What follows belongs to an exercise in optimizing a design on an open flow for small area and a short achievable clock period; a production flow would make more cautious choices.
At most, simulation tests tie the RTL to the original design; equivalence was not proved.
The RTL of runs 4 to 6 was laid out without a check of its function.
Power figures rest on the tool's default switching activity, not on a simulated workload.

### flow/run.sh
#!/bin/bash
# synth_recipe.tcl (not shown) runs the flow's synth.tcl, then flattens the netlist and writes it again
# the make line also repeats each setting of config.mk as NAME=value (left out here)
make -C /OpenROAD-flow-scripts/flow DESIGN_CONFIG=/design/flow/config.mk WORK_HOME=/design/flow/orfs CLKGATE_MAP_FILE= SYNTH_SCRIPT=/design/flow/synth_recipe.tcl finish
### flow/config.mk
export PLATFORM = sky130hd
export DESIGN_NAME = store_buffer_fwd
export DESIGN_NICKNAME = store_buffer_fwd
export VERILOG_FILES = /design/flow/design.v
export SDC_FILE = /design/flow/constraint.sdc
export NUM_CORES = 4
export LEC_CHECK = 0
export CAP_MARGIN = 20
export CORE_MARGIN = 2
export CORE_UTILIZATION = 40
export SETUP_SLACK_MARGIN = 3
export SLEW_MARGIN = 20
### flow/constraint.sdc
create_clock -name core_clock -period 9.0 [get_ports {clk}]
set_input_delay 1.8000 -clock core_clock [delete_from_list [all_inputs] [get_ports {clk}]]
set_output_delay 1.8000 -clock core_clock [all_outputs]
set_load 0.01 [all_outputs]
### flow/design.v
module store_buffer_fwd #(
    parameter int SB_DEPTH = 8,
    parameter int TAG_W    = 5,
    parameter int ADDR_W   = 32
) (
    input  logic                      clk,
    input  logic                      rst,
    input  logic                      alloc_valid,
    output logic                      alloc_ready,
    input  logic [TAG_W-1:0]          alloc_rob_tag,
    input  logic [ADDR_W-1:0]         alloc_addr,
    input  logic [31:0]               alloc_wdata,
    input  logic [3:0]                alloc_wmask,
    input  logic                      commit_valid,
    input  logic [TAG_W-1:0]          commit_rob_tag,
    output logic                      commit_err,
    input  logic                      flush,
    output logic                      dmem_req_valid,
    input  logic                      dmem_req_ready,
    output logic [ADDR_W-1:0]         dmem_addr,
    output logic [31:0]               dmem_wdata,
    output logic [3:0]                dmem_wmask,
    input  logic                      dmem_resp,
    input  logic [ADDR_W-1:0]         ld_addr,
    input  logic [3:0]                ld_rmask,
    output logic [3:0]                fwd_mask,
    output logic [31:0]               fwd_data,
    output logic [$clog2(SB_DEPTH):0] count,
    output logic                      empty,
    output logic                      full
);
    localparam int N  = SB_DEPTH;
    localparam int CW = $clog2(SB_DEPTH) + 1;
    localparam int WA = ADDR_W - 2;
    logic [TAG_W-1:0] tag_r  [N];
    logic [WA-1:0]    addr_r [N];
    logic [31:0]      data_r [N];
    logic [3:0]       mask_r [N];
    logic [N-1:0] valid_r, comm_r;
    logic [N-1:0] valid_nxt_s, comm_nxt_s;
    logic req_r, wait_r;
    logic commit_err_r;
    logic [N-1:0] old_s;     
    logic [N-1:0] unc_s;     
    logic [N-1:0] shift_s;   
    logic         any_unc_s, two_comm_s;
    logic         full_s, alloc_fire_s, commit_ok_s, pop_s, wr_s;
    logic [TAG_W-1:0] unc_tag_s;
    logic         unused_s;
    assign unused_s = ^{alloc_addr[1:0], ld_addr[1:0]};
    assign full_s = &valid_r;
    always_comb begin
        logic seen_v, seen_u, seen_c;
        logic [N-1:0] u_v;
        seen_v     = 1'b0;
        seen_u     = 1'b0;
        seen_c     = 1'b0;
        two_comm_s = 1'b0;
        u_v        = valid_r & ~comm_r;
        for (int j = N - 1; j >= 0; j--) begin
            old_s[j]   = valid_r[j] & ~seen_v;
            unc_s[j]   = u_v[j] & ~seen_u;
            two_comm_s = two_comm_s | (comm_r[j] & seen_c);
            seen_v     = seen_v | valid_r[j];
            seen_u     = seen_u | u_v[j];
            seen_c     = seen_c | comm_r[j];
        end
        any_unc_s = seen_u;
        shift_s[0] = 1'b1;
        for (int j = 1; j < N; j++) shift_s[j] = shift_s[j-1] & valid_r[j-1];
        unc_tag_s = '0;
        for (int j = 0; j < N; j++) unc_tag_s = unc_tag_s | ({TAG_W{unc_s[j]}} & tag_r[j]);
    end
    always_comb begin
        logic [N-1:0] v1, c1;
        alloc_fire_s = alloc_valid & ~full_s;
        commit_ok_s  = commit_valid & any_unc_s & (unc_tag_s == commit_rob_tag);
        pop_s        = wait_r & dmem_resp;
        wr_s         = alloc_fire_s & ~flush;
        v1 = valid_r & ~({N{pop_s}} & old_s);
        c1 = (comm_r | ({N{commit_ok_s}} & unc_s)) & ~({N{pop_s}} & old_s);
        if (flush) begin
            valid_nxt_s = v1 & c1;
            comm_nxt_s  = c1;
        end else if (wr_s) begin
            for (int j = 0; j < N; j++) begin
                if (shift_s[j]) begin
                    valid_nxt_s[j] = (j == 0) ? 1'b1 : v1[(j == 0) ? 0 : j-1];
                    comm_nxt_s[j]  = (j == 0) ? 1'b0 : c1[(j == 0) ? 0 : j-1];
                end else begin
                    valid_nxt_s[j] = v1[j];
                    comm_nxt_s[j]  = c1[j];
                end
            end
        end else begin
            valid_nxt_s = v1;
            comm_nxt_s  = c1;
        end
    end
    always_ff @(posedge clk or negedge rst) begin
        if (!rst) begin
            valid_r      <= '0;
            comm_r       <= '0;
            commit_err_r <= 1'b0;
            req_r        <= 1'b0;
            wait_r       <= 1'b0;
        end else begin
            valid_r      <= valid_nxt_s;
            comm_r       <= comm_nxt_s;
            commit_err_r <= commit_valid & ~commit_ok_s;
            if (req_r) begin
                req_r  <= ~dmem_req_ready;
                wait_r <= dmem_req_ready;
            end else if (wait_r) begin
                req_r  <= dmem_resp & two_comm_s;
                wait_r <= ~dmem_resp;
            end else begin
                req_r  <= |comm_r;
            end
        end
    end
    always_ff @(posedge clk) begin
        if (wr_s) begin
            tag_r[0]  <= alloc_rob_tag;
            addr_r[0] <= alloc_addr[ADDR_W-1:2];
            data_r[0] <= alloc_wdata;
            mask_r[0] <= alloc_wmask;
        end
        for (int j = 1; j < N; j++) begin
            if (wr_s && shift_s[j]) begin
                tag_r[j]  <= tag_r[j-1];
                addr_r[j] <= addr_r[j-1];
                data_r[j] <= data_r[j-1];
                mask_r[j] <= mask_r[j-1];
            end
        end
    end
    always_comb begin
        logic [WA-1:0] a_v;
        logic [31:0]   d_v;
        logic [3:0]    m_v;
        a_v = '0;
        d_v = '0;
        m_v = '0;
        for (int j = 0; j < N; j++) begin
            a_v = a_v | ({WA{old_s[j]}} & addr_r[j]);
            d_v = d_v | ({32{old_s[j]}} & data_r[j]);
            m_v = m_v | ({4{old_s[j]}} & mask_r[j]);
        end
        dmem_addr  = {a_v, 2'b00};
        dmem_wdata = d_v;
        dmem_wmask = m_v;
    end
    always_comb begin : fwd
        logic [N-1:0] match_v, hit_v, sel_v;
        logic         seen_v;
        logic [7:0]   byte_v;
        for (int j = 0; j < N; j++) match_v[j] = valid_r[j] & (addr_r[j] == ld_addr[ADDR_W-1:2]);
        for (int b = 0; b < 4; b++) begin
            seen_v = 1'b0;
            for (int j = 0; j < N; j++) begin
                hit_v[j] = match_v[j] & mask_r[j][b];
                sel_v[j] = hit_v[j] & ~seen_v;
                seen_v   = seen_v | hit_v[j];
            end
            byte_v = '0;
            for (int j = 0; j < N; j++) byte_v = byte_v | ({8{sel_v[j]}} & data_r[j][8*b +: 8]);
            fwd_mask[b]        = ld_rmask[b] & seen_v;
            fwd_data[8*b +: 8] = byte_v;
        end
    end
    always_comb begin
        count = '0;
        for (int j = 0; j < N; j++) count = count + CW'(valid_r[j]);
    end
    assign alloc_ready    = ~full_s;
    assign commit_err     = commit_err_r;
    assign dmem_req_valid = req_r;
    assign empty          = ~|valid_r;
    assign full           = full_s;
endmodule
==> results.cfg, run 1 <==
[outcome]
status = timing/DRC/antenna clean

[worst_setup_path]
crit-reg2reg-capture = data_r[5][5]
regToRegStartpoint = valid_r[6]
critical_path.max_fanout = 6
required_ns = 7.20
end_kind = output pin
critPathLaunchType = input port
rrSetupSlack_ns = 3.64
crit_type = in2out
arrival_ns = 4.61
r2r_cells = 9

[synth]
synth_simple_gate_area_share_pct = 9.24
yosysTopAreaCell = edfxtp_1
synth.distinct_cells = 69
synth_edf_count = 568
synth_mux_area_share_pct = 1.48
synth_fa_ha_area_share_pct = 0.598
synth_top_family_by_area = compound AO/OA/AOI/OAI gates
synth_top_area_share_pct = 62.8
synthTopCellsByArea = edfxtp_1 63%, a22oi_1 4.6%, xnor2_1 4.5%
async_flop_share_pct = 3.24
synth-xor-area-share_pct = 7.77
synth_warnings = 5
ys_ff_latch = 587
ys.flop_type = edfxtp_1
avgSynthCellArea_um2 = 13.4
synth_common_cells = 568 x edfxtp_1, 169 x nand2_1, 165 x a22oi_1, 140 x xnor2_1, 101 x xor2_1
syn_area_um2 = 27200
synth_compound_area_share_pct = 13.5
synth.most_common_cell = edfxtp_1
syn_inst = 2032
ys_seq_area_share_pct = 64.5

[global_route]
grt_max_degree = 75
grt_pass1_wl_mm = 129
grt_usage_pct = 24.9
antenna_found_initial = 2
globalRouteOverflowTotal = 0
first_global_vias = 19400

[clocking]
cts_root_buf = clkbuf_16
cts_max_level = 3
ctsHoldBuffers = 0
cts_tree = built
clock_path_buffers = 3
numCtsBuffers = 68
clock_latency_ns = 0.62
clock_sinks = 587
path_clk_slew_ns = 0.05

[placement]
pre_cts_ws_ns = 0.859
gp_congestion = 0.929
portBuffers = 227
placed_area_um2 = 30400
hpwlAfterDp_mm = 56.7

[route]
drt_first_iter_violations = 2241
route.antenna.remaining_nets = 0
wl_per_cell_um = 27.3
vias_per_cell = 6.01
totalWireLength_mm = 89.0
drtPass1Iterations = 5
num_vias = 19600
drc_errors = 0

[floorplanning]
die-area_um2 = 70000
die_w_um = 265
initial_core_util_pct = 40.4
die_h_um = 265
core_um2 = 67300
num_rows = 95
io-pin-count = 234

[sta]
post-route-period-util_pct = 71.3
max_freq_mhz = 156
max_slew_margin_pct = 20.4
setup_viol = 0
final.min_clock_period_ns = 6.41
finalSetupTns_ns = 0
skew_ns = 0.0193
hold_viol = 0
setup_slack_ns = 2.59
drv_slew = 0
rsz0062_at_grt = yes
tightest_slew_ns = 1.19

[cells_and_area]
syn_to_final_growth_pct = 24.8
drive_above_1_share_pct = 18.3
nets = 2461
stdcell_area_um2 = 33900

[pwr]
power_density_nw_per_um2 = 180
irDropWorstVdd_uv = 126
total_power_w = 0.00610
leakage_nw = 11.6

[min_path]
hold_depth = 0
hold_class = reg2reg
holdPathEnd = tag_r[4][3]
hp-start = tag_r[3][3]

[flow_run]
drv_cap = 0
-- layer usage --
layer  vias to the layer above  GRT usage (%)  part of all wire, %
met5                         -              0                0.015
met4                         2           9.65                  3.9
met3                       182           4.16                  8.7
met2                      1180           38.8                   46
met1                      9667           34.8                   41
li1                       8547              -                    -
-- cells in the final DEF, fill, tap and decap left out, types with 60 or more instances in the layout --
cell             synthesis  final
a221oi_1                66     64
a22oi_1                165    164
buf_4                    3     91
clkbuf_16                0     70
clkdlybuf4s50_1          0    160
edfxtp_1               568    568
inv_1                   64     60
nand2_1                169    164
nand3_1                 92     88
o21ai_0                 84     84
xnor2_1                140    118
xor2_1                 101    101
-- cells by family (layout without fill, tap and decap cells) --
family	after synthesis	in the layout
xor+xnor	241	241
fa+ha+maj	11	11
simple gates	488	490
compound gates	478	478
mux	36	36
buf+inv	190	537
flops	587	587
other cells	1	3
-- registers in the layout, indices dropped and copies added, names as in the netlist, 8 cells and up --
name and flops:
data_r 256, addr_r 240, tag_r 40, mask_r 32, comm_r 8, valid_r 8
-- where the power goes --
| group | switching [W] | internal [W] | leakage, nW |
|---|---|---|---|
| Clock | 0.00114 | 0.00160 | 1.05 |
| Combinational | 0.000188 | 0.000156 | 5.15 |
| Sequential | 0.0000256 | 0.00299 | 5.39 |
-- timing repair --
item | CTS | global route
setup endpoints to repair | 147 | 120
gates resized for setup | 411 | 45
pin swaps | 66 | 30
setup buffers | 58 | 20
cloned | 3 | 1
-- stage by stage --
stage	cells	hold slack, ns	util (%)
after global routing	3255	0.453	50.4
after detailed placement	3051	0.433	45.2
after floorplan	2033	0.417	-
after global placement	3051	0.434	45.2
final	3256	0.447	50.4
after CTS	3233	0.446	49.9
-- critical path, cell delays in order --
cell	delay, ns
buf_6	0.09
buf_8	0.13
xor2_1	0.14
a221o_1	0.31
nor4b_4	0.37
and4_4	0.39
buf_4	0.17
nand2_8	0.05
nand4_1	0.13
buf_4	0.16
buf_6	0.10
buf_6	0.12
nor3_2	0.04
a2111o_1	0.43
buf_2	0.16
-- worst max-delay path by stage --
stage,start,endpoint,cells past startpoint
final,ld_addr[13],fwd_data[0],15
after global placement,ld_addr[16],fwd_data[12],10
after global routing,ld_addr[13],fwd_data[0],17
after detailed placement,ld_addr[16],fwd_data[12],11
after floorplan,flush,comm_r[5],11
after CTS,ld_addr[13],fwd_data[25],14
-- final cells by class --
type | count | area, µm²
Antenna cell | 1 | 2.50
Tap cell | 873 | 1090
Fill cell | 5770 | 33400
Clock inverter | 37 | 344
Multi-Input combinational cell | 1258 | 9670
Sequential cell | 587 | 17500
Timing Repair inverter | 1 | 5.00
Inverter | 65 | 254
Clock buffer | 84 | 1800
Timing Repair Buffer | 350 | 3200
==> inputs of run 2 (changes only) <==
--- a/flow/config.mk
+++ b/flow/config.mk
@@ -7,6 +7,7 @@
 export LEC_CHECK = 0
 export CAP_MARGIN = 20
 export CORE_MARGIN = 2
-export CORE_UTILIZATION = 40
+export CORE_UTILIZATION = 60
+export PLACE_DENSITY = 0.7
 export SETUP_SLACK_MARGIN = 3
 export SLEW_MARGIN = 20
==> results.cfg, run 2 <==
[clocking]
path_clk_slew_ns = 0.06
cts_max_level = 2
clock_latency_ns = 0.64
numCtsBuffers = 59
clock_path_buffers = 3
clock_sinks = 587
cts_tree = built
cts_root_buf = clkbuf_16

[pwr]
total_power_w = 0.00567
leakage_nw = 11.4
power_density_nw_per_um2 = 171
irDropWorstVdd_uv = 202

[route]
totalWireLength_mm = 82.7
num_vias = 19800
wl_per_cell_um = 28.0
drtPass1Iterations = 6
vias_per_cell = 6.68
drt_first_iter_violations = 2753
route.antenna.remaining_nets = 0
drc_errors = 0

[floorplanning]
initial_core_util_pct = 61.1
die_w_um = 217
die-area_um2 = 47000
io-pin-count = 234
die_h_um = 217
core_um2 = 44500
num_rows = 77

[global_route]
first_global_vias = 19600
grt_usage_pct = 35.0
grt_max_degree = 93
antenna_found_initial = 3
grt_pass1_wl_mm = 122
globalRouteOverflowTotal = 0

[sta]
setup_slack_ns = 2.60
finalSetupTns_ns = 0
hold_viol = 0
setup_viol = 0
tightest_slew_ns = 1.17
holdWs_ns = 0.449
final.min_clock_period_ns = 6.40
max_slew_margin_pct = 22.2
skew_ns = 0.0314
post-route-period-util_pct = 71.2
drv_slew = 0
max_freq_mhz = 156
rsz0062_at_grt = yes

[min_path]
hold_class = reg2reg

[worst_setup_path]
crit_type = in2out
end_kind = output pin
critical_path.max_fanout = 5
critPathLaunchType = input port
arrival_ns = 4.60
required_ns = 7.20

[cells_and_area]
nets = 2445
top_register = data_r
mostFrequentLayoutCell = edfxtp_1
drive_above_1_share_pct = 17.9
reg.largest.list = data_r: 256 flops, addr_r: 240 flops, tag_r: 40 flops
syn_to_final_growth_pct = 21.8
final_cell_mix = 568 x edfxtp_1, 165 x a22oi_1, 164 x nand2_1
final_util_pct = 74.4
largest_register_ffs = 256

[synth]
synth_top_area_share_pct = 62.8
synthTopCellsByArea = edfxtp_1 63%, a22oi_1 4.6%, xnor2_1 4.5%
synth.distinct_cells = 69
ys.flop_type = edfxtp_1
synth.most_common_cell = edfxtp_1
syn_inst = 2032
synth_warnings = 5
avgSynthCellArea_um2 = 13.4
syn_area_um2 = 27200
async_flop_share_pct = 3.24
yosysTopAreaCell = edfxtp_1
ys_ff_latch = 587
ys_seq_area_share_pct = 64.5
synth_common_cells = 568 x edfxtp_1, 169 x nand2_1, 165 x a22oi_1, 140 x xnor2_1, 101 x xor2_1
synth_edf_count = 568

[outcome]
status = timing/DRC/antenna clean

[placement]
pre_cts_ws_ns = 0.875
portBuffers = 227
hpwlAfterDp_mm = 52.0
gp_congestion = 0.929

[flow_run]
drv_cap = 0
==> run 2: worst max-delay path, cell delays in order <==
cell	delay (ns)
buf_6	0.09
buf_8	0.12
xor2_2	0.14
a221o_1	0.30
nor4b_4	0.39
and4_4	0.40
buf_12	0.14
nand2_8	0.04
nand4_1	0.18
buf_4	0.16
nor4b_4	0.04
buf_4	0.16
a2111o_1	0.45
buf_2	0.16
==> run 2: path summary, 6_finish.rpt <==
check / from / endpoint / slack [ns] / cells after the start
max in group asynchronous: rst / valid_r[6] / 6.64 / 1
min: tag_r[3][3] / tag_r[4][3] / 0.45 / 0
max reg2reg: valid_r[6] / data_r[5][4] / 3.41 / 9
max: ld_addr[13] / fwd_data[31] / 2.60 / 14
min reg2reg: tag_r[3][3] / tag_r[4][3] / 0.45 / 0
min in group asynchronous: rst / commit_err_r / 1.70 / 1
==> run 2: through the flow <==
| step | cells | area (µm²) |
|---|---|---|
| floorplan | 2033 | 27300 |
| global placement | 2772 | 30100 |
| detailed placement | 2772 | 30100 |
| CTS | 2940 | 32900 |
| global route | 2956 | 33100 |
| finish | 2957 | 33100 |
==> run 2: repair_timing <==
action / in CTS / in global routing
hold buffers: 0 / 0
buffers inserted: 56 / 14
setup endpoints to repair: 102 / 94
hold endpoints to repair: 0 / 0
pin swaps: 81 / 15
resized for setup: 401 / 33
gates cloned: 3 / 1
==> run 2: layer usage <==
layer  track usage [%]  vias to the layer above  wire, µm
met5                 0                        -         8
li1                  -                     8513         -
met3              7.52                      211      9830
met4              16.5                        2      3510
met2              52.1                     1363     37300
met1              49.5                     9672     32100
==> run 2: logic make-up (layout without fill, tap and decap cells) <==
group / count (synthesis) / count (layout) / share of synthesized area [%]
xor gates and xnor gates: 241 / 241 / 7.77
other: 1 / 4 / 0.0138
adders and majority gates: 11 / 11 / 0.598
muxes: 36 / 36 / 1.48
AOI/OAI and AO/OA: 478 / 478 / 13.5
and+or+nand+nor: 488 / 491 / 9.24
buffers and inverters: 190 / 517 / 2.89
DFF: 587 / 587 / 64.5
==> run 2: final cells by class <==
cell class / count / area, µm²
multi-input combinational: 1259 / 9740
timing repair buffer: 343 / 3080
inverter: 65 / 256
fill: 2899 / 11400
antenna: 2 / 5.00
clock buffer: 78 / 1550
tap: 592 / 741
clock inverter: 31 / 196
sequential: 587 / 17500
==> run 2: power by group <==
part / total [W] / internal, W / leakage [nW] / switching (W)
registers: 0.00302 / 0.00299 / 5.39 / 0.0000253
clock network: 0.00231 / 0.00126 / 0.851 / 0.00105
logic: 0.000346 / 0.000159 / 5.12 / 0.000188
total: 0.00567 / 0.00441 / 11.4 / 0.00126
==> inputs of run 3 (changes only) <==
==> flow/flow/run.sh (new file) <==
#!/bin/bash
# Standard layout, with the ports buffered by the smallest plain buffer
# (the resizer upsizes the ones on critical paths). Full tool output goes
# to flow_standard.log in the work folder.
set -euo pipefail
export BUFFER_PORTS_ARGS="-buffer_cell sky130_fd_sc_hd__buf_1"
bash standard.sh finish > flow_standard.log 2>&1
==> flow/standard.sh (new file) <==
#!/bin/bash
# synth_recipe.tcl (not shown) runs the flow's synth.tcl, then flattens the netlist and writes it again
# the make line also repeats each setting of config.mk as NAME=value (left out here)
make -C /OpenROAD-flow-scripts/flow DESIGN_CONFIG=/design/flow/config.mk WORK_HOME=/design/flow/orfs CLKGATE_MAP_FILE= SYNTH_SCRIPT=/design/flow/synth_recipe.tcl "${@:-finish}"
--- a/flow/config.mk
+++ b/flow/config.mk
@@ -8,6 +8,7 @@
 export CAP_MARGIN = 20
 export CORE_MARGIN = 2
 export CORE_UTILIZATION = 60
+export CTS_BUF_LIST = sky130_fd_sc_hd__clkbuf_4 sky130_fd_sc_hd__clkbuf_8
 export PLACE_DENSITY = 0.7
 export SETUP_SLACK_MARGIN = 3
 export SLEW_MARGIN = 20
removed: flow/run.sh
==> results.cfg, run 3 <==
[floorplanning]
initial_core_util_pct = 61.1
core_um2 = 44500
die-area_um2 = 47000
die_w_um = 217
io-pin-count = 234
num_rows = 77
die_h_um = 217

[cells_and_area]
final_cell_mix = 568 x edfxtp_1, 169 x buf_1, 166 x nand2_1
fillers = 3112
stdcell_area_um2 = 31700
top_register = data_r
syn_to_final_growth_pct = 16.7
largest_register_ffs = 256
drive_above_1_share_pct = 17.8
reg.largest.list = data_r: 256 flops, addr_r: 240 flops, tag_r: 40 flops
mostFrequentLayoutCell = edfxtp_1
nets = 2453

[sta]
drv_slew = 0
setup_viol = 0
finalSetupTns_ns = 0
holdWs_ns = 0.451
max_freq_mhz = 161
tightest_slew_ns = 1.14
skew_ns = 0.0325
max_slew_margin_pct = 24.3
final.min_clock_period_ns = 6.20
rsz0062_at_grt = yes
hold_viol = 0
post-route-period-util_pct = 68.9

[clocking]
cts_tree = built
clock_path_buffers = 3
numCtsBuffers = 95
ctsHoldBuffers = 0
clock_latency_ns = 0.71
cts_max_level = 3
path_clk_slew_ns = 0.06
clock_sinks = 587
cts_root_buf = clkbuf_8

[synth]
synth-xor-area-share_pct = 7.77
synth.distinct_cells = 69
synth_warnings = 5
synth_compound_area_share_pct = 13.5
synthTopCellsByArea = edfxtp_1 63%, a22oi_1 4.6%, xnor2_1 4.5%
synth.most_common_cell = edfxtp_1
avgSynthCellArea_um2 = 13.4
synth_top_area_share_pct = 62.8
synth_simple_gate_area_share_pct = 9.24
syn_inst = 2032
ys.flop_type = edfxtp_1
async_flop_share_pct = 3.24
synth_top_family_by_area = compound AO/OA/AOI/OAI gates
syn_area_um2 = 27200
ys_seq_area_share_pct = 64.5
yosysTopAreaCell = edfxtp_1
synth_fa_ha_area_share_pct = 0.598
synth_edf_count = 568
synth_mux_area_share_pct = 1.48
synth_common_cells = 568 x edfxtp_1, 169 x nand2_1, 165 x a22oi_1, 140 x xnor2_1, 101 x xor2_1
ys_ff_latch = 587

[worst_setup_path]
crit_start = ld_addr[31]
critical_path.max_fanout = 8
crit_type = in2out
critPathLaunchType = input port
end_kind = output pin
required_ns = 7.20
regToRegStartpoint = valid_r[7]
arrival_ns = 4.40

[placement]
portBuffers = 227
hpwlAfterDp_mm = 51.7
placed_area_um2 = 28600
gp_congestion = 0.981

[global_route]
grt_usage_pct = 34.1
globalRouteOverflowTotal = 0
antenna_found_initial = 2
grt_max_degree = 77
first_global_vias = 19500
grt_pass1_wl_mm = 119

[route]
num_vias = 19800
route.antenna.remaining_nets = 0
totalWireLength_mm = 80.7
drt_first_iter_violations = 2576
drtPass1Iterations = 6
drc_errors = 0
wl_per_cell_um = 27.0
vias_per_cell = 6.64

[pwr]
power_density_nw_per_um2 = 176
pwr-share-clk_pct = 41.0
total_power_w = 0.00558
irDropWorstVdd_uv = 192
internal_power_w = 0.00428
p_sw_share_pct = 23.3
pwr-share-comb_pct = 5.0
p_switching_w = 0.00130
seqPwrFrac_pct = 54.0
leakage_nw = 10.8

[min_path]
hold_class = reg2reg
hp-start = tag_r[4][4]

[flow_run]
drv_cap = 0

[outcome]
status = timing/DRC/antenna clean
## run 3: area by class of cell
cell class / count / area (µm²) / area share (%)
flip-flops and latches: 587 / 17500 / 55.3
multi-input cells: 1256 / 9570 / 30.2
repair buffers: 318 / 1800 / 5.67
clock buffers: 123 / 1520 / 4.80
well taps: 592 / 741 / 2.34
clock inverters: 45 / 292 / 0.919
inverters: 65 / 254 / 0.801
diodes: 2 / 5.00 / 0.0158
## run 3: power groups by stage
stage,registers [W],logic [W],clock network (W)
detailed placement,0.00307,0.000251,0
CTS,0.00302,0.000264,0.00230
floorplan,0.00306,0.000155,0
finish,0.00302,0.000276,0.00229
global route,0.00302,0.000291,0.00241
global placement,0.00307,0.000248,0
## run 3: cell families (layout without fill, tap and decap cells)
logic type               count (synthesis)  count (layout)
flip-flops                             587             587
AND/OR/NAND/NOR                        488             488
AO/OA/AOI/OAI                          478             478
XOR/XNOR                               241             241
buffers and inverters                  190             551
multiplexers                            36              36
adder cells (fa/ha/maj)                 11              11
other                                    1               4
## run 3: worst paths after layout
kind / slack [ns] / to / cells after the start
min in group asynchronous: 1.06 / valid_r[3] / 1
max in group asynchronous: 7.54 / valid_r[7] / 1
min: 0.45 / tag_r[5][4] / 0
max reg2reg: 4.45 / addr_r[5][21] / 8
min reg2reg: 0.45 / tag_r[5][4] / 0
max: 2.80 / fwd_data[25] / 13
## run 3: layer usage
metal / GRT usage (%) / routed length (µm) / share of wire, % / vias to the layer above
li1: - / - / - / 8535
met3: 7.44 / 9020 / 11 / 172
met2: 52.8 / 37200 / 46 / 1277
met5: 0 / 0 / 0 / -
met1: 48.4 / 31900 / 40 / 9849
met4: 11.5 / 2580 / 3.2 / 0
## run 3: timing repair
action | 4_1_cts | 5_1_grt
hold endpoints to repair | 0 | 0
pin swaps | 55 | 14
gates cloned | 1 | 0
endpoints found under the setup margin | 69 | 66
gates resized for setup | 147 | 41
setup buffers | 46 | 4
## run 3: critical path, stage by stage
cell,delay (ns)
buf_1,0.08
buf_4,0.19
xor2_1,0.21
nor4_4,0.39
nand4_1,0.16
buf_4,0.20
nor3_1,0.20
buf_4,0.18
buf_4,0.19
nor4b_4,0.06
buf_4,0.16
a2111o_1,0.40
buf_2,0.17
## run 3: metrics by stage
step,setup WS (ns),util (%),cells
after CTS,2.81,70.6,2982
final,2.80,71.3,2988
after detailed placement,1.55,64.3,2767
after global placement,1.64,64.3,2767
after floorplan,3.01,-,2033
after global routing,2.77,71.3,2988
==> inputs of run 4 (changes only) <==
--- a/flow/design.v
+++ b/flow/design.v
@@ -151,24 +151,26 @@
         dmem_wdata = d_v;
         dmem_wmask = m_v;
     end
-    always_comb begin : fwd
-        logic [N-1:0] match_v, hit_v, sel_v;
-        logic         seen_v;
-        logic [7:0]   byte_v;
-        for (int j = 0; j < N; j++) match_v[j] = valid_r[j] & (addr_r[j] == ld_addr[ADDR_W-1:2]);
-        for (int b = 0; b < 4; b++) begin
-            seen_v = 1'b0;
-            for (int j = 0; j < N; j++) begin
-                hit_v[j] = match_v[j] & mask_r[j][b];
-                sel_v[j] = hit_v[j] & ~seen_v;
-                seen_v   = seen_v | hit_v[j];
-            end
-            byte_v = '0;
-            for (int j = 0; j < N; j++) byte_v = byte_v | ({8{sel_v[j]}} & data_r[j][8*b +: 8]);
-            fwd_mask[b]        = ld_rmask[b] & seen_v;
-            fwd_data[8*b +: 8] = byte_v;
-        end
-    end
+    logic [N*WA-1:0] addr_flat_s;
+    logic [N*32-1:0] data_flat_s;
+    logic [N*4-1:0]  mask_flat_s;
+    always_comb begin
+        for (int j = 0; j < N; j++) begin
+            addr_flat_s[j*WA +: WA] = addr_r[j];
+            data_flat_s[j*32 +: 32] = data_r[j];
+            mask_flat_s[j*4 +: 4]   = mask_r[j];
+        end
+    end
+    sb_fwd_match #(.N(N), .WA(WA)) u_fwd (
+        .ld_word  (ld_addr[ADDR_W-1:2]),
+        .ld_rmask (ld_rmask),
+        .valid    (valid_r),
+        .addr     (addr_flat_s),
+        .data     (data_flat_s),
+        .mask     (mask_flat_s),
+        .fwd_mask (fwd_mask),
+        .fwd_data (fwd_data)
+    );
     always_comb begin
         count = '0;
         for (int j = 0; j < N; j++) count = count + CW'(valid_r[j]);
@@ -179,3 +181,35 @@
     assign empty          = ~|valid_r;
     assign full           = full_s;
 endmodule
+module sb_fwd_match #(
+    parameter int N  = 8,
+    parameter int WA = 30
+) (
+    input  logic [WA-1:0] ld_word,
+    input  logic [3:0]    ld_rmask,
+    input  logic [N-1:0]  valid,
+    input  logic [N*WA-1:0] addr,
+    input  logic [N*32-1:0] data,
+    input  logic [N*4-1:0]  mask,
+    output logic [3:0]    fwd_mask,
+    output logic [31:0]   fwd_data
+);
+    always_comb begin
+        logic [N-1:0] match_v, hit_v, sel_v;
+        logic         seen_v;
+        logic [7:0]   byte_v;
+        for (int j = 0; j < N; j++) match_v[j] = valid[j] & (addr[j*WA +: WA] == ld_word);
+        for (int b = 0; b < 4; b++) begin
+            seen_v = 1'b0;
+            for (int j = 0; j < N; j++) begin
+                hit_v[j] = match_v[j] & mask[j*4+b];
+                sel_v[j] = hit_v[j] & ~seen_v;
+                seen_v   = seen_v | hit_v[j];
+            end
+            byte_v = '0;
+            for (int j = 0; j < N; j++) byte_v = byte_v | ({8{sel_v[j]}} & data[j*32+8*b +: 8]);
+            fwd_mask[b]        = ld_rmask[b] & seen_v;
+            fwd_data[8*b +: 8] = byte_v;
+        end
+    end
+endmodule
--- a/flow/config.mk
+++ b/flow/config.mk
@@ -12,3 +12,4 @@
 export PLACE_DENSITY = 0.7
 export SETUP_SLACK_MARGIN = 3
 export SLEW_MARGIN = 20
+export SYNTH_HIERARCHICAL = 1
==> results.cfg, run 4 <==
[outcome]
status = timing/DRC/antenna clean

[cells_and_area]
reg.largest.list = data_r: 256 flops, addr_r: 240 flops, tag_r: 40 flops
drive_above_1_share_pct = 19.9
fin_cells = 3161
nets = 2604
syn_to_final_growth_pct = 18.8
stdcell_area_um2 = 33300
top_register = data_r
final_cell_mix = 568 x edfxtp_1, 187 x nand2_1, 184 x buf_1
fillers = 3113
regArea_um2 = 17500
mostFrequentLayoutCell = edfxtp_1
largest_register_ffs = 256
multiInputGateArea_um2 = 10700

[global_route]
grt_usage_pct = 37.1
grt_max_degree = 77
first_global_vias = 20800
grt_pass1_wl_mm = 132
antenna_found_initial = 6
globalRouteOverflowTotal = 0

[sta]
setup_viol = 0
tightest_slew_ns = 1.12
hold_viol = 0
rsz0062_at_grt = yes
finalSetupTns_ns = 0
final.min_clock_period_ns = 6.02
drv_slew = 0
max_slew_margin_pct = 25.5
skew_ns = 0.0451
post-route-period-util_pct = 66.8
max_freq_mhz = 166

[placement]
placed_area_um2 = 29200
gp_congestion = 0.963
hpwlAfterDp_mm = 54.2
place_inst = 2919
portBuffers = 227

[clocking]
cts_max_level = 3
clock_path_buffers = 3
numCtsBuffers = 97
clock_sinks = 587
clock_latency_ns = 0.71
cts_tree = built
cts_root_buf = clkbuf_8
path_clk_slew_ns = 0.07

[worst_setup_path]
crit_type = in2out
critical_path.max_fanout = 8
path_cells = buf_4 > xnor2_2 > nand4_1 > nor4_1 > nand4_1 > buf_4 > a211oi_2 > o2111ai_4 > o2111ai_2 > clkbuf_2
critPathLaunchType = input port
cp_num_buf_inv = 3
slowest_delay_ns = 0.33
end_kind = output pin
arrival_ns = 4.22
cpMaxStageDelayCell = o2111ai_2
required_ns = 7.20
crit_family = compound AO/OA/AOI/OAI gates

[pwr]
leakage_nw = 11.0
irDropWorstVdd_uv = 131
total_power_w = 0.00568
power_density_nw_per_um2 = 171

[synth]
synth_edf_count = 568
synth_top_area_share_pct = 60.9
synth_compound_area_share_pct = 12.8
yosysTopAreaCell = edfxtp_1
ys_seq_area_share_pct = 62.6
synth.most_common_cell = edfxtp_1
synth_warnings = 12
avgSynthCellArea_um2 = 12.7
syn_area_um2 = 28000
synth.distinct_cells = 74
ys_ff_latch = 587
synth-xor-area-share_pct = 7.57
synth_mux_area_share_pct = 1.54
async_flop_share_pct = 3.24
synthTopCellsByArea = edfxtp_1 61%, xnor2_1 6.0%, a22oi_1 4.4%
synth_top_family_by_area = compound AO/OA/AOI/OAI gates
synth_common_cells = 568 x edfxtp_1, 193 x xnor2_1, 189 x nand2_1, 163 x a22oi_1, 134 x nand3_1
ys.flop_type = edfxtp_1
syn_inst = 2201
synth_simple_gate_area_share_pct = 10.8
synth_fa_ha_area_share_pct = 0.545

[route]
drtPass1Iterations = 6
wl_met1_mm = 34.2
dr.max_layer_used = met5
drc_errors = 0
totalWireLength_mm = 91.2
dr_wl_met2_mm = 41.7
drt_first_iter_violations = 2943
vias_per_cell = 6.86
wl_per_cell_um = 28.9
num_vias = 21700
route.antenna.remaining_nets = 0
wl_met3_mm = 11.6

[floorplanning]
num_rows = 79
die_w_um = 220
initial_core_util_pct = 60.5
io-pin-count = 234
die_h_um = 220
die-area_um2 = 48400
core_um2 = 46300

[min_path]
hold_class = reg2reg

[flow_run]
drv_cap = 0
## run 4: timing repair
| action | CTS | global route |
|---|---|---|
| endpoints found under the hold margin | 0 | 0 |
| setup endpoints to repair | 44 | 37 |
| cloned | 3 | 3 |
| pin swaps | 29 | 54 |
| resized for setup | 180 | 140 |
| buffers inserted | 31 | 26 |
| hold buffers | 0 | 0 |
## run 4: final timing paths
path                       slack [ns]        start             to  cells past startpoint
max in group asynchronous        7.66          rst     valid_r[6]                      2
setup / recovery                 2.98  ld_addr[10]   fwd_data[13]                     10
hold / removal                   0.42  tag_r[3][2]    tag_r[4][2]                      0
setup reg to reg                 4.11   valid_r[6]  data_r[6][25]                      8
min in group asynchronous        1.07          rst      comm_r[7]                      2
hold reg to reg                  0.42  tag_r[3][2]    tag_r[4][2]                      0
## run 4: layer usage
layer,vias to the layer above,GRT usage (%)
met5,-,0
met4,6,16.6
met3,249,8.57
met2,1679,56.5
met1,10700,51.3
li1,9096,-
## run 4: logic make-up after synthesis
logic type,after synthesis
buf+inv,250
xor+xnor,242
compound gates,494
simple gates,578
flops,587
mux,39
fa+ha+maj,10
other cells,1
## run 4: per-stage QoR
stage,hold slack (ns),worst slack (ns),util (%)
floorplan,0.417,2.09,-
global placement,0.427,1.47,63.2
detailed placement,0.430,1.44,63.2
CTS,0.416,3.01,69.8
global route,0.419,2.94,71.9
finish,0.419,2.98,71.9
## run 4: final cells by class
type	instances	area share (%)
Antenna cell	3	0.0226
Clock buffer	138	5.00
Clock inverter	38	0.519
Inverter	97	1.22
Multi-Input combinational cell	1369	32.2
Sequential cell	587	52.7
Tap cell	607	2.28
Timing Repair Buffer	322	6.00
## run 4: power by group
group,switching [W],internal (W),total (W)
logic,0.000205,0.000126,0.000332
registers,0.0000405,0.00301,0.00305
clock network,0.00111,0.00119,0.00230
==> inputs of run 5 (changes only) <==
==> flow/run.sh (new file) <==
#!/bin/bash
# synth_recipe.tcl (not shown) runs the flow's synth.tcl, then flattens the netlist and writes it again
# the make line also repeats each setting of config.mk as NAME=value (left out here)
make -C /OpenROAD-flow-scripts/flow DESIGN_CONFIG=/design/flow/config.mk WORK_HOME=/design/flow/orfs CLKGATE_MAP_FILE= SYNTH_SCRIPT=/design/flow/synth_recipe.tcl finish
--- a/flow/config.mk
+++ b/flow/config.mk
@@ -8,8 +8,7 @@
 export CAP_MARGIN = 20
 export CORE_MARGIN = 2
 export CORE_UTILIZATION = 60
-export CTS_BUF_LIST = sky130_fd_sc_hd__clkbuf_4 sky130_fd_sc_hd__clkbuf_8
 export PLACE_DENSITY = 0.7
-export SETUP_SLACK_MARGIN = 3
+export SETUP_SLACK_MARGIN = 4
 export SLEW_MARGIN = 20
 export SYNTH_HIERARCHICAL = 1
removed: flow/flow/run.sh
removed: flow/standard.sh
==> results.cfg, run 5 <==
[outcome]
status = timing/DRC/antenna clean

[worst_setup_path]
required_ns = 7.20
crit_type = in2out
slowest_delay_ns = 0.59
critical_path.max_fanout = 8
end_kind = output pin
crit_family = simple AND/OR/NAND/NOR gates
path_cells = buf_12 > xnor2_4 > nand4_1 > or4_4 > or2_4 > buf_6 > o2111ai_4 > buf_6 > o2111ai_2 > buf_2
cp_num_buf_inv = 4
cpMaxStageDelayCell = or4_4
cp_common_cell = buf_6
critPathLaunchType = input port
arrival_ns = 4.25

[clocking]
clock_sinks = 587
numCtsBuffers = 61
cts_max_level = 2
cts_root_buf = clkbuf_16
path_clk_slew_ns = 0.06
clock_path_buffers = 3
cts_tree = built
clock_latency_ns = 0.64
ctsHoldBuffers = 0

[pwr]
leakage_nw = 12.6
power_density_nw_per_um2 = 164
irDropWorstVdd_uv = 191
pwr-share-comb_pct = 7.4
pwr-share-clk_pct = 41.2
internal_power_w = 0.00457
p_switching_w = 0.00136
seqPwrFrac_pct = 51.4
p_sw_share_pct = 23.0

[sta]
finalSetupTns_ns = 0
hold_viol = 0
final.min_clock_period_ns = 6.05
max_slew_margin_pct = 25.5
rsz0062_at_grt = yes
max_freq_mhz = 165
drv_slew = 0
tightest_slew_ns = 1.11
setup_viol = 0
skew_ns = 0.0146
post-route-period-util_pct = 67.2

[synth]
synthTopCellsByArea = edfxtp_1 61%, xnor2_1 6.0%, a22oi_1 4.4%
ys.flop_type = edfxtp_1
synth_edf_count = 568
avgSynthCellArea_um2 = 12.7
ys_seq_area_share_pct = 62.6
syn_area_um2 = 28000
async_flop_share_pct = 3.24
synth.distinct_cells = 74
synth_warnings = 12
syn_inst = 2201
yosysTopAreaCell = edfxtp_1
ys_ff_latch = 587
synth.most_common_cell = edfxtp_1
synth_top_area_share_pct = 60.9
synth_common_cells = 568 x edfxtp_1, 193 x xnor2_1, 189 x nand2_1, 163 x a22oi_1, 134 x nand3_1

[cells_and_area]
multiInputGateArea_um2 = 11400
mostFrequentLayoutCell = edfxtp_1
largest_register_ffs = 256
syn_to_final_growth_pct = 28.8
fillers = 2842
final_cell_mix = 568 x edfxtp_1, 186 x nand2_1, 138 x a22oi_1
top_register = data_r
regArea_um2 = 17500
reg.largest.list = data_r: 256 flops, addr_r: 240 flops, tag_r: 40 flops
stdcell_area_um2 = 36100
drive_above_1_share_pct = 26.0
nets = 2649

[global_route]
globalRouteOverflowTotal = 0
antenna_found_initial = 4
first_global_vias = 22000
grt_max_degree = 55
grt_pass1_wl_mm = 146
grt_usage_pct = 41.6

[floorplanning]
core_um2 = 46300
die_w_um = 220
die-area_um2 = 48400
num_rows = 79
die_h_um = 220
initial_core_util_pct = 60.5
io-pin-count = 234

[placement]
hpwlAfterDp_mm = 55.2
placed_area_um2 = 30700
portBuffers = 227
gp_congestion = 0.947

[route]
route.antenna.remaining_nets = 0
drtPass1Iterations = 6
num_vias = 22700
drt_first_iter_violations = 3650
drc_errors = 0
totalWireLength_mm = 102
vias_per_cell = 7.15
wl_per_cell_um = 32.1

[min_path]
hold_class = reg2reg

[flow_run]
drv_cap = 0
==> run 5: cells by family (layout without fill, tap and decap cells) <==
| family | after synthesis | count (layout) | synth area share [%] |
|---|---|---|---|
| AND/OR/NAND/NOR | 578 | 587 | 10.8 |
| flip-flops | 587 | 587 | 62.6 |
| buffers and inverters | 250 | 603 | 4.07 |
| XOR/XNOR | 242 | 242 | 7.57 |
| adder cells (fa/ha/maj) | 10 | 10 | 0.545 |
| other | 1 | 5 | 0.0134 |
| multiplexers | 39 | 39 | 1.54 |
| AO/OA/AOI/OAI | 494 | 494 | 12.8 |
==> run 5: worst reg2reg max path, stage by stage (launching register included) <==
cell       delay, ns
dfrtp_4         0.44
buf_4           0.15
buf_4           0.64
nor2b_1         0.50
or3_4           0.33
o2111ai_1       0.27
or4_1           0.47
a21oi_1         0.31
nand3_2         0.43
o41ai_1         0.64
==> run 5: final timing paths <==
kind                             startpoint           end  slack [ns]  cells after the start
worst min-delay path            tag_r[3][2]   tag_r[4][2]        0.45                      0
worst max register to register   valid_r[6]    valid_r[6]        4.65                      9
worst min register to register  tag_r[3][2]   tag_r[4][2]        0.45                      0
worst max-delay path             ld_addr[2]   fwd_data[7]        2.95                     10
min in group asynchronous               rst  commit_err_r        1.13                      1
max in group asynchronous               rst    valid_r[7]        7.46                      1
==> run 5: power groups by stage <==
stage | sequential, W | clock, W | combinational [W]
CTS | 0.00304 | 0.00244 | 0.000422
finish | 0.00305 | 0.00245 | 0.000438
global route | 0.00305 | 0.00254 | 0.000454
floorplan | 0.00309 | 0 | 0.000186
detailed placement | 0.00310 | 0 | 0.000357
global placement | 0.00310 | 0 | 0.000356
==> run 5: repair_timing <==
item	in CTS	in global routing
pin swaps	97	43
setup buffers	104	12
cloned	24	3
setup endpoints to repair	310	287
gates resized for setup	746	151
==> run 5: area by class of cell <==
type	count	area share, %
antenna	3	0.0208
clock buffer	81	4.59
timing repair buffer	394	11.3
clock inverter	27	0.545
tap	607	2.11
multi-input combinational	1374	31.6
sequential	587	48.7
timing repair inverter	4	0.0659
inverter	97	1.12
==> run 5: per-stage QoR <==
step	setup slack [ns]	utilization (%)	hold slack (ns)	power (W)	instances
floorplan	2.09	-	0.417	0.00327	2202
global placement	0.962	66.5	0.429	0.00346	2920
detailed placement	0.940	66.5	0.430	0.00346	2920
CTS	3.08	76.7	0.444	0.00591	3156
global route	2.96	77.9	0.460	0.00604	3172
finish	2.95	78.0	0.447	0.00593	3174
==> run 5: metal layers <==
layer  global-route usage, %  vias up  share of wire, %
met5                   0.625        -             0.077
met4                    20.3        8               6.0
met3                    10.6      419                15
met2                    61.9     1989                44
met1                    57.4    11100                35
li1                        -     9187                 -
==> inputs of run 6 (changes only) <==
--- a/flow/design.v
+++ b/flow/design.v
@@ -185,24 +185,98 @@
     parameter int N  = 8,
     parameter int WA = 30
 ) (
-    input  logic [WA-1:0] ld_word,
-    input  logic [3:0]    ld_rmask,
-    input  logic [N-1:0]  valid,
+    input  logic [WA-1:0]   ld_word,
+    input  logic [3:0]      ld_rmask,
+    input  logic [N-1:0]    valid,
     input  logic [N*WA-1:0] addr,
     input  logic [N*32-1:0] data,
     input  logic [N*4-1:0]  mask,
-    output logic [3:0]    fwd_mask,
-    output logic [31:0]   fwd_data
-);
-    always_comb begin
-        logic [N-1:0] match_v, hit_v, sel_v;
+    output logic [3:0]      fwd_mask,
+    output logic [31:0]     fwd_data
+);
+    logic [N-1:0] match_n_s;
+    for (genvar j = 0; j < N; j++) begin : g_eq
+        sb_word_eq #(.WA(WA)) u_eq (
+            .a     (addr[j*WA +: WA]),
+            .b     (ld_word),
+            .en      (valid[j]),
+            .match_n (match_n_s[j])
+        );
+    end
+    sb_fwd_pick #(.N(N)) u_pick (
+        .match_n  (match_n_s),
+        .ld_rmask (ld_rmask),
+        .data     (data),
+        .mask     (mask),
+        .fwd_mask (fwd_mask),
+        .fwd_data (fwd_data)
+    );
+endmodule
+module sb_word_eq #(
+    parameter int WA = 30
+) (
+    input  logic [WA-1:0] a,
+    input  logic [WA-1:0] b,
+    input  logic          en,
+    output logic          match_n
+);
+    logic [7:0] ne_s;
+    logic [3:0] eq_s;
+    for (genvar g = 0; g < 7; g++) begin : g_ne
+        sb_ne4 u_ne (.a(a[4*g +: 4]), .b(b[4*g +: 4]), .ne(ne_s[g]));
+    end
+    sb_ne2e u_ne_top (.a(a[29:28]), .b(b[29:28]), .en(en), .ne(ne_s[7]));
+    for (genvar p = 0; p < 4; p++) begin : g_eq
+        sb_nor2 u_eq (.a(ne_s[2*p]), .b(ne_s[2*p+1]), .y(eq_s[p]));
+    end
+    sb_nand4 u_match (.a(eq_s), .y(match_n));
+endmodule
+module sb_ne4 (
+    input  logic [3:0] a,
+    input  logic [3:0] b,
+    output logic       ne
+);
+    assign ne = (a != b);
+endmodule
+module sb_ne2e (
+    input  logic [1:0] a,
+    input  logic [1:0] b,
+    input  logic       en,
+    output logic       ne
+);
+    assign ne = ~en | (a != b);
+endmodule
+module sb_nor2 (
+    input  logic a,
+    input  logic b,
+    output logic y
+);
+    assign y = ~(a | b);
+endmodule
+module sb_nand4 (
+    input  logic [3:0] a,
+    output logic       y
+);
+    assign y = ~&a;
+endmodule
+module sb_fwd_pick #(
+    parameter int N = 8
+) (
+    input  logic [N-1:0]    match_n,
+    input  logic [3:0]      ld_rmask,
+    input  logic [N*32-1:0] data,
+    input  logic [N*4-1:0]  mask,
+    output logic [3:0]      fwd_mask,
+    output logic [31:0]     fwd_data
+);
+    always_comb begin
+        logic [N-1:0] hit_v, sel_v;
         logic         seen_v;
         logic [7:0]   byte_v;
-        for (int j = 0; j < N; j++) match_v[j] = valid[j] & (addr[j*WA +: WA] == ld_word);
         for (int b = 0; b < 4; b++) begin
             seen_v = 1'b0;
             for (int j = 0; j < N; j++) begin
-                hit_v[j] = match_v[j] & mask[j*4+b];
+                hit_v[j] = ~match_n[j] & mask[j*4+b];
                 sel_v[j] = hit_v[j] & ~seen_v;
                 seen_v   = seen_v | hit_v[j];
             end
==> flow/flow/run.sh (new file) <==
#!/bin/bash
# Standard layout, with the ports buffered by the smallest plain buffer
# (the resizer upsizes the ones on critical paths). Full tool output goes
# to flow_standard.log in the work folder.
set -euo pipefail
export BUFFER_PORTS_ARGS="-buffer_cell sky130_fd_sc_hd__buf_1"
bash standard.sh finish > flow_standard.log 2>&1
==> flow/standard.sh (new file) <==
#!/bin/bash
# synth_recipe.tcl (not shown) runs the flow's synth.tcl, then flattens the netlist and writes it again
# the make line also repeats each setting of config.mk as NAME=value (left out here)
make -C /OpenROAD-flow-scripts/flow DESIGN_CONFIG=/design/flow/config.mk WORK_HOME=/design/flow/orfs CLKGATE_MAP_FILE= SYNTH_SCRIPT=/design/flow/synth_recipe.tcl "${@:-finish}"
--- a/flow/config.mk
+++ b/flow/config.mk
@@ -8,7 +8,10 @@
 export CAP_MARGIN = 20
 export CORE_MARGIN = 2
 export CORE_UTILIZATION = 60
+export CTS_CLUSTER_DIAMETER = 60
+export CTS_CLUSTER_SIZE = 30
 export PLACE_DENSITY = 0.7
-export SETUP_SLACK_MARGIN = 4
+export SETUP_SLACK_MARGIN = 3
 export SLEW_MARGIN = 20
 export SYNTH_HIERARCHICAL = 1
+export SYNTH_MINIMUM_KEEP_SIZE = 0
removed: flow/run.sh
==> results.cfg, run 6 <==
[outcome]
status = timing/DRC/antenna clean

[synth]
syn_area_um2 = 27600
synth_warnings = 12
synth.distinct_cells = 68
avgSynthCellArea_um2 = 13.1
ys_seq_area_share_pct = 63.4
synth_edf_count = 568
ys_ff_latch = 587
synth.most_common_cell = edfxtp_1
synth_common_cells = 568 x edfxtp_1, 242 x xnor2_1, 160 x nand2_1, 134 x a22oi_1, 85 x nand3_1
ys.flop_type = edfxtp_1
synthTopCellsByArea = edfxtp_1 62%, xnor2_1 7.7%, a22oi_1 3.6%
syn_inst = 2103
yosysTopAreaCell = edfxtp_1
synth_top_area_share_pct = 61.7
async_flop_share_pct = 3.24

[worst_setup_path]
crit-reg2reg-capture = data_r[6][1]
path_cells = buf_4 > xnor2_2 > nand4_1 > nor2_4 > nand4_1 > buf_6 > buf_12 > nand2b_4 > nand3b_1 > buf_6 > o221ai_1 > a221o_1 > buf_2
arrival_ns = 4.24
r2r_cells = 9
cpMaxStageDelayCell = a221o_1
crit_end = fwd_data[26]
crit_start = ld_addr[18]
crit_type = in2out
cp.depth = 13
crit_family = simple AND/OR/NAND/NOR gates
critPathLaunchType = input port
regToRegStartpoint = valid_r[7]
slowest_delay_ns = 0.33
critical_path.max_fanout = 18
cp_num_buf_inv = 5
end_kind = output pin
rrSetupSlack_ns = 3.62
required_ns = 7.20

[cells_and_area]
final_cell_mix = 568 x edfxtp_1, 227 x xnor2_1, 181 x buf_1
syn_to_final_growth_pct = 14.3
mostFrequentLayoutCell = edfxtp_1
reg.largest.list = data_r: 256 flops, addr_r: 240 flops, tag_r: 40 flops
drive_above_1_share_pct = 12.5
nets = 2461
largest_register_ffs = 256
top_register = data_r
stdcell_area_um2 = 31600

[flow_run]
drv_cap = 0

[route]
vias_per_cell = 6.75
drt_first_iter_violations = 2411
totalWireLength_mm = 78.0
route.antenna.remaining_nets = 0
drc_errors = 0
wl_per_cell_um = 26.3
drtPass1Iterations = 6
num_vias = 20000

[pwr]
power_density_nw_per_um2 = 173
irDropWorstVdd_uv = 218
leakage_nw = 10.5
total_power_w = 0.00546

[floorplanning]
core_um2 = 45400
io-pin-count = 234
die_w_um = 219
die_h_um = 219
initial_core_util_pct = 60.9
num_rows = 78
die-area_um2 = 47800

[sta]
finalSetupTns_ns = 0
max_slew_margin_pct = 29.9
skew_ns = 0.0217
max_freq_mhz = 166
setup_viol = 0
drv_slew = 0
hold_viol = 0
final.min_clock_period_ns = 6.04
holdWs_ns = 0.446
rsz0062_at_grt = yes
post-route-period-util_pct = 67.1
tightest_slew_ns = 1.05

[min_path]
hold_class = reg2reg
hp-start = tag_r[3][0]

[global_route]
grt_pass1_wl_mm = 116
grt_max_degree = 77
antenna_found_initial = 4
first_global_vias = 19600
globalRouteOverflowTotal = 0
grt_usage_pct = 32.3

[clocking]
clock_sinks = 587
numCtsBuffers = 43
path_clk_slew_ns = 0.10
cts_root_buf = clkbuf_16
clock_path_buffers = 3
cts_tree = built
cts_max_level = 2
clock_latency_ns = 0.61

[placement]
hpwlAfterDp_mm = 48.5
placed_area_um2 = 29000
portBuffers = 227
gp_congestion = 0.873
-- run 6: modules after synthesis, one instance, submodules excluded, a selection --
module | copies in the design | cell area [µm²] | cells inside | flops+latches
store_buffer_fwd | 1 | 22300 | 1395 | 587
sb_ne4 | 56 | 41.3 | 5 | 0
sb_ne2e | 8 | 22.5 | 3 | 0
sb_nand4 | 8 | 6.26 | 1 | 0
sb_nor2 | 32 | 3.75 | 1 | 0
-- run 6: metrics by stage --
step | setup WS, ns | utilization, % | std cells
final | 2.96 | 69.7 | 2969
after global routing | 2.94 | 69.6 | 2967
after CTS | 3.00 | 68.8 | 2956
after detailed placement | 1.67 | 63.9 | 2836
after global placement | 1.70 | 63.9 | 2836
after floorplan | 2.09 | - | 2104
-- run 6: cell families (layout without fill, tap and decap cells) --
family,Yosys count,after routing,synth area share [%]
other,1,5,0.0136
and+or+nand+nor,559,560,11.3
xor gates and xnor gates,242,242,7.67
buffers and inverters,183,444,2.84
adders and majority gates,10,10,0.552
muxes,7,7,0.253
DFF,587,587,63.4
AOI/OAI and AO/OA,514,514,13.9
-- run 6: worst min path at each step --
stage | depth (start not counted) | to
after floorplan | 0 | tag_r[4][1]
after global placement | 0 | tag_r[4][2]
after detailed placement | 0 | tag_r[4][1]
after CTS | 0 | tag_r[4][0]
after global routing | 0 | tag_r[4][2]
final | 0 | tag_r[4][0]
-- run 6: layout make-up --
class	count	area, µm²
Sequential cell	587	17500
Fill cell	3202	13800
Multi-Input combinational cell	1335	9840
Timing Repair Buffer	302	1640
Clock buffer	47	1110
Tap cell	600	751
Clock inverter	33	443
Inverter	62	277
Antenna cell	3	7.51
-- run 6: layer usage --
| metal | up-vias | GRT usage [%] | share of wire, % |
|---|---|---|---|
| met5 | - | 0 | 0.012 |
| met4 | 2 | 11.0 | 3.5 |
| met3 | 225 | 6.14 | 10 |
| met2 | 1220 | 51.9 | 47 |
| met1 | 9861 | 44.5 | 39 |
| li1 | 8730 | - | - |
-- run 6: repair_timing --
| action | 4_1_cts | 5_1_grt |
|---|---|---|
| hold buffers | 0 | 0 |
| cloned | 0 | 1 |
| gates resized for setup | 115 | 67 |
| setup endpoints to repair | 38 | 43 |
| pin swaps | 25 | 24 |
| buffers inserted | 40 | 9 |
-- run 6: power breakdown --
part,internal (W),switching (W)
logic,0.000111,0.000169
registers,0.00300,0.0000420
clock network,0.00103,0.00111
total,0.00414,0.00132
==> inputs of run 7 (changes only) <==
--- a/flow/design.v
+++ b/flow/design.v
@@ -269,21 +269,47 @@
     output logic [3:0]      fwd_mask,
     output logic [31:0]     fwd_data
 );
-    always_comb begin
-        logic [N-1:0] hit_v, sel_v;
-        logic         seen_v;
-        logic [7:0]   byte_v;
-        for (int b = 0; b < 4; b++) begin
-            seen_v = 1'b0;
-            for (int j = 0; j < N; j++) begin
-                hit_v[j] = ~match_n[j] & mask[j*4+b];
-                sel_v[j] = hit_v[j] & ~seen_v;
-                seen_v   = seen_v | hit_v[j];
+    for (genvar b = 0; b < 4; b++) begin : g_lane
+        logic [N-1:0] m_s, sel_s;
+        logic         any_s;
+        for (genvar j = 0; j < N; j++) begin : g_m
+            assign m_s[j] = mask[j*4+b];
+        end
+        sb_sel_first #(.N(N)) u_sel (.match_n(match_n), .en(m_s), .sel(sel_s), .any(any_s));
+        assign fwd_mask[b] = ld_rmask[b] & any_s;
+        for (genvar i = 0; i < 8; i++) begin : g_bit
+            logic [N-1:0] d_s;
+            for (genvar j = 0; j < N; j++) begin : g_d
+                assign d_s[j] = data[j*32 + 8*b + i];
             end
-            byte_v = '0;
-            for (int j = 0; j < N; j++) byte_v = byte_v | ({8{sel_v[j]}} & data[j*32+8*b +: 8]);
-            fwd_mask[b]        = ld_rmask[b] & seen_v;
-            fwd_data[8*b +: 8] = byte_v;
+            sb_and_or #(.N(N)) u_ao (.sel(sel_s), .d(d_s), .y(fwd_data[8*b + i]));
         end
     end
 endmodule
+module sb_sel_first #(
+    parameter int N = 8
+) (
+    input  logic [N-1:0] match_n,
+    input  logic [N-1:0] en,
+    output logic [N-1:0] sel,
+    output logic         any
+);
+    always_comb begin
+        logic seen_v;
+        seen_v = 1'b0;
+        for (int j = 0; j < N; j++) begin
+            sel[j] = ~match_n[j] & en[j] & ~seen_v;
+            seen_v = seen_v | (~match_n[j] & en[j]);
+        end
+        any = seen_v;
+    end
+endmodule
+module sb_and_or #(
+    parameter int N = 8
+) (
+    input  logic [N-1:0] sel,
+    input  logic [N-1:0] d,
+    output logic         y
+);
+    assign y = |(sel & d);
+endmodule
--- a/flow/config.mk
+++ b/flow/config.mk
@@ -11,7 +11,7 @@
 export CTS_CLUSTER_DIAMETER = 60
 export CTS_CLUSTER_SIZE = 30
 export PLACE_DENSITY = 0.7
-export SETUP_SLACK_MARGIN = 3
+export SETUP_SLACK_MARGIN = 4
 export SLEW_MARGIN = 20
 export SYNTH_HIERARCHICAL = 1
 export SYNTH_MINIMUM_KEEP_SIZE = 0
==> results.cfg, run 7 <==
[synth]
yosysTopAreaCell = edfxtp_1
synth_edf_count = 568
avgSynthCellArea_um2 = 13.5
synth_top_area_share_pct = 63.7
synth.most_common_cell = edfxtp_1
synth_mux_area_share_pct = 0.262
synth_simple_gate_area_share_pct = 10.7
synth_fa_ha_area_share_pct = 0.570
synth.distinct_cells = 68
synth-xor-area-share_pct = 7.92
synth_top_family_by_area = compound AO/OA/AOI/OAI gates
syn_area_um2 = 26800
synth_common_cells = 568 x edfxtp_1, 262 x a22oi_1, 242 x xnor2_1, 164 x nand2_1, 103 x nand4_1
async_flop_share_pct = 3.24
synth_warnings = 12
ys_seq_area_share_pct = 65.5
synth_compound_area_share_pct = 13.2
ys_ff_latch = 587
synthTopCellsByArea = edfxtp_1 64%, xnor2_1 7.9%, a22oi_1 7.3%
syn_inst = 1987
ys.flop_type = edfxtp_1

[worst_setup_path]
critical_path.max_fanout = 8
required_ns = 7.20
critPathLaunchType = input port
end_kind = output pin
arrival_ns = 4.07
crit_type = in2out

[placement]
placed_area_um2 = 28400
place_inst = 2755
gp_congestion = 0.891
portBuffers = 227
hpwlAfterDp_mm = 47.0

[route]
vias_per_cell = 6.88
drc_errors = 0
drtPass1Iterations = 7
route.antenna.remaining_nets = 0
drt_first_iter_violations = 2463
totalWireLength_mm = 80.2
wl_per_cell_um = 27.9
num_vias = 19700

[clocking]
path_clk_slew_ns = 0.08
clock_sinks = 587
numCtsBuffers = 38
cts_max_level = 2
clock_latency_ns = 0.62
clock_path_buffers = 3
cts_tree = built
cts_root_buf = clkbuf_16

[floorplanning]
die_w_um = 215
die_h_um = 215
initial_core_util_pct = 60.7
io-pin-count = 234
core_um2 = 44100
die-area_um2 = 46300
num_rows = 77

[global_route]
antenna_found_initial = 4
grt_max_degree = 78
grt_pass1_wl_mm = 118
first_global_vias = 19200
grt_usage_pct = 33.7
globalRouteOverflowTotal = 0

[cells_and_area]
mostFrequentLayoutCell = edfxtp_1
reg.largest.list = data_r: 256 flops, addr_r: 240 flops, tag_r: 40 flops
final_cell_mix = 568 x edfxtp_1, 208 x a22oi_1, 183 x xnor2_1
drive_above_1_share_pct = 19.8
syn_to_final_growth_pct = 18.8
nets = 2379
top_register = data_r
fin_cells = 2871
largest_register_ffs = 256
stdcell_area_um2 = 31800

[min_path]
hold_class = reg2reg

[pwr]
leakage_nw = 10.1
irDropWorstVdd_uv = 147
power_density_nw_per_um2 = 168

[sta]
finalSetupTns_ns = 0
max_slew_margin_pct = 25.8
holdWs_ns = 0.444
rsz0062_at_grt = yes
drv_slew = 0
tightest_slew_ns = 1.11
hold_viol = 0
max_freq_mhz = 170
post-route-period-util_pct = 65.2
final.min_clock_period_ns = 5.87
setup_viol = 0
skew_ns = 0.0421

[outcome]
status = timing/DRC/antenna clean

[flow_run]
drv_cap = 0
-- run 7: cell count changes after synthesis, moves of 32 or more --
cell | previous run | this run
a31oi_1 | 76 | 12
a22oi_1 | 134 | 262
o221ai_1 | 35 | 3
and3b_1 | 73 | 9
a22o_1 | 32 | 0
nand4_1 | 71 | 103
a221o_1 | 34 | 2
inv_1 | 61 | 28
-- run 7: cells by family after synthesis --
| kind of cell | Yosys count |
|---|---|
| flip-flops | 587 |
| AND/OR/NAND/NOR | 547 |
| AO/OA/AOI/OAI | 474 |
| XOR/XNOR | 242 |
| buffers and inverters | 119 |
| adder cells (fa/ha/maj) | 10 |
| multiplexers | 7 |
| other | 1 |
-- run 7: worst paths after layout --
check | start | end | slack (ns) | depth (start not counted)
min reg2reg | tag_r[3][1] | tag_r[4][1] | 0.44 | 0
min | tag_r[3][1] | tag_r[4][1] | 0.44 | 0
min in group asynchronous | rst | commit_err_r | 1.17 | 2
max in group asynchronous | rst | valid_r[6] | 7.59 | 2
max reg2reg | valid_r[2] | addr_r[6][3] | 4.35 | 8
max | ld_addr[8] | fwd_data[21] | 3.13 | 12
-- run 7: through the flow --
step / total power [W] / setup WS (ns) / util [%]
after floorplan: 0.00324 / 2.09 / -
after global placement: 0.00336 / 2.17 / 64.4
after detailed placement: 0.00337 / 2.12 / 64.4
after CTS: 0.00533 / 3.31 / 70.6
after global routing: 0.00545 / 3.03 / 72.0
final: 0.00533 / 3.13 / 72.0
-- run 7: area by class of cell --
class	instances	area, µm²
well taps	592	741
flip-flops and latches	587	17500
repair inverters	2	12.5
inverters	33	196
fillers	3016	12300
diodes	1	2.50
multi-input cells	1286	10000
clock buffers	44	1040
repair buffers	301	1910
clock inverters	25	314
-- run 7: critical path: stages --
cell     delay (ns)
buf_8          0.13
xnor2_1        0.18
nand4_1        0.19
nor2_1         0.26
nand4_1        0.11
buf_4          0.19
nor2b_1        0.21
nor4b_2        0.31
buf_4          0.29
a22oi_1        0.10
nand4_1        0.12
buf_1          0.17
-- run 7: report_power, final --
part,leakage (nW),switching (W),internal [W]
sequential,5.38,0.0000391,0.00300
clock,0.653,0.00103,0.000939
combinational,4.04,0.000185,0.000131
-- run 7: per-module statistics from Yosys (local to each module, per instance), a selection --
module | copies in the design | area [µm²]
sb_ne2e | 8 | 22.5
store_buffer_fwd | 1 | 22300
sb_ne4 | 56 | 41.3
sb_nor2 | 32 | 3.75
sb_nand4 | 8 | 6.26
-- run 7: metal layers --
layer,part of all wire (%),wire length [µm],GRT usage [%],vias up
met5,0.037,30,0,-
met4,4.6,3680,15.1,4
met3,10,8040,5.32,255
met2,47,37400,52.4,1371
met1,39,31000,47.5,9727
li1,-,-,-,8382
-- run 7: timing repair --
| item | 4_1_cts | 5_1_grt |
|---|---|---|
| gates resized for setup | 279 | 132 |
| setup buffers | 29 | 11 |
| pin swaps | 88 | 73 |
| cloned | 5 | 1 |
| setup endpoints to repair | 231 | 115 |
| hold buffers | 0 | 0 |

re-timing with driven ports:
The results above use ideal ports. As a check the final layouts listed here were re-extracted and re-timed, cells and wires unchanged.
Step 1, drivers: a clkbuf_16 drives clk and a buf_2 each remaining input, both assumed.
Step 2 also shifts input and output timing later by t, the mid clock arrival at the registers, as if the neighbouring blocks saw the same clock.
a / b / c = no drivers / after step 1 / after step 2; a / b = the first two.
run	t (ns)	setup WS [ns]	pins driven straight from the clock port
run 1	0.668	2.585 / 2.550 / 2.550	1
run 2	0.679	2.596 / 2.559 / 2.559	1
run 3	0.750	2.803 / 2.768 / 2.768	1
run 4	0.747	2.984 / 2.869 / 2.869	1
run 5	0.696	2.950 / 2.895 / 2.895	1
run 6	0.660	2.965 / 2.936 / 2.743	1
run 7	0.654	3.130 / 3.076 / 3.076	1
After both steps setup and hold are still met in every run listed. For run 6, which loses most, drivers alone change the setup slack by -0.029 ns; drivers and shift together by -0.222 ns.
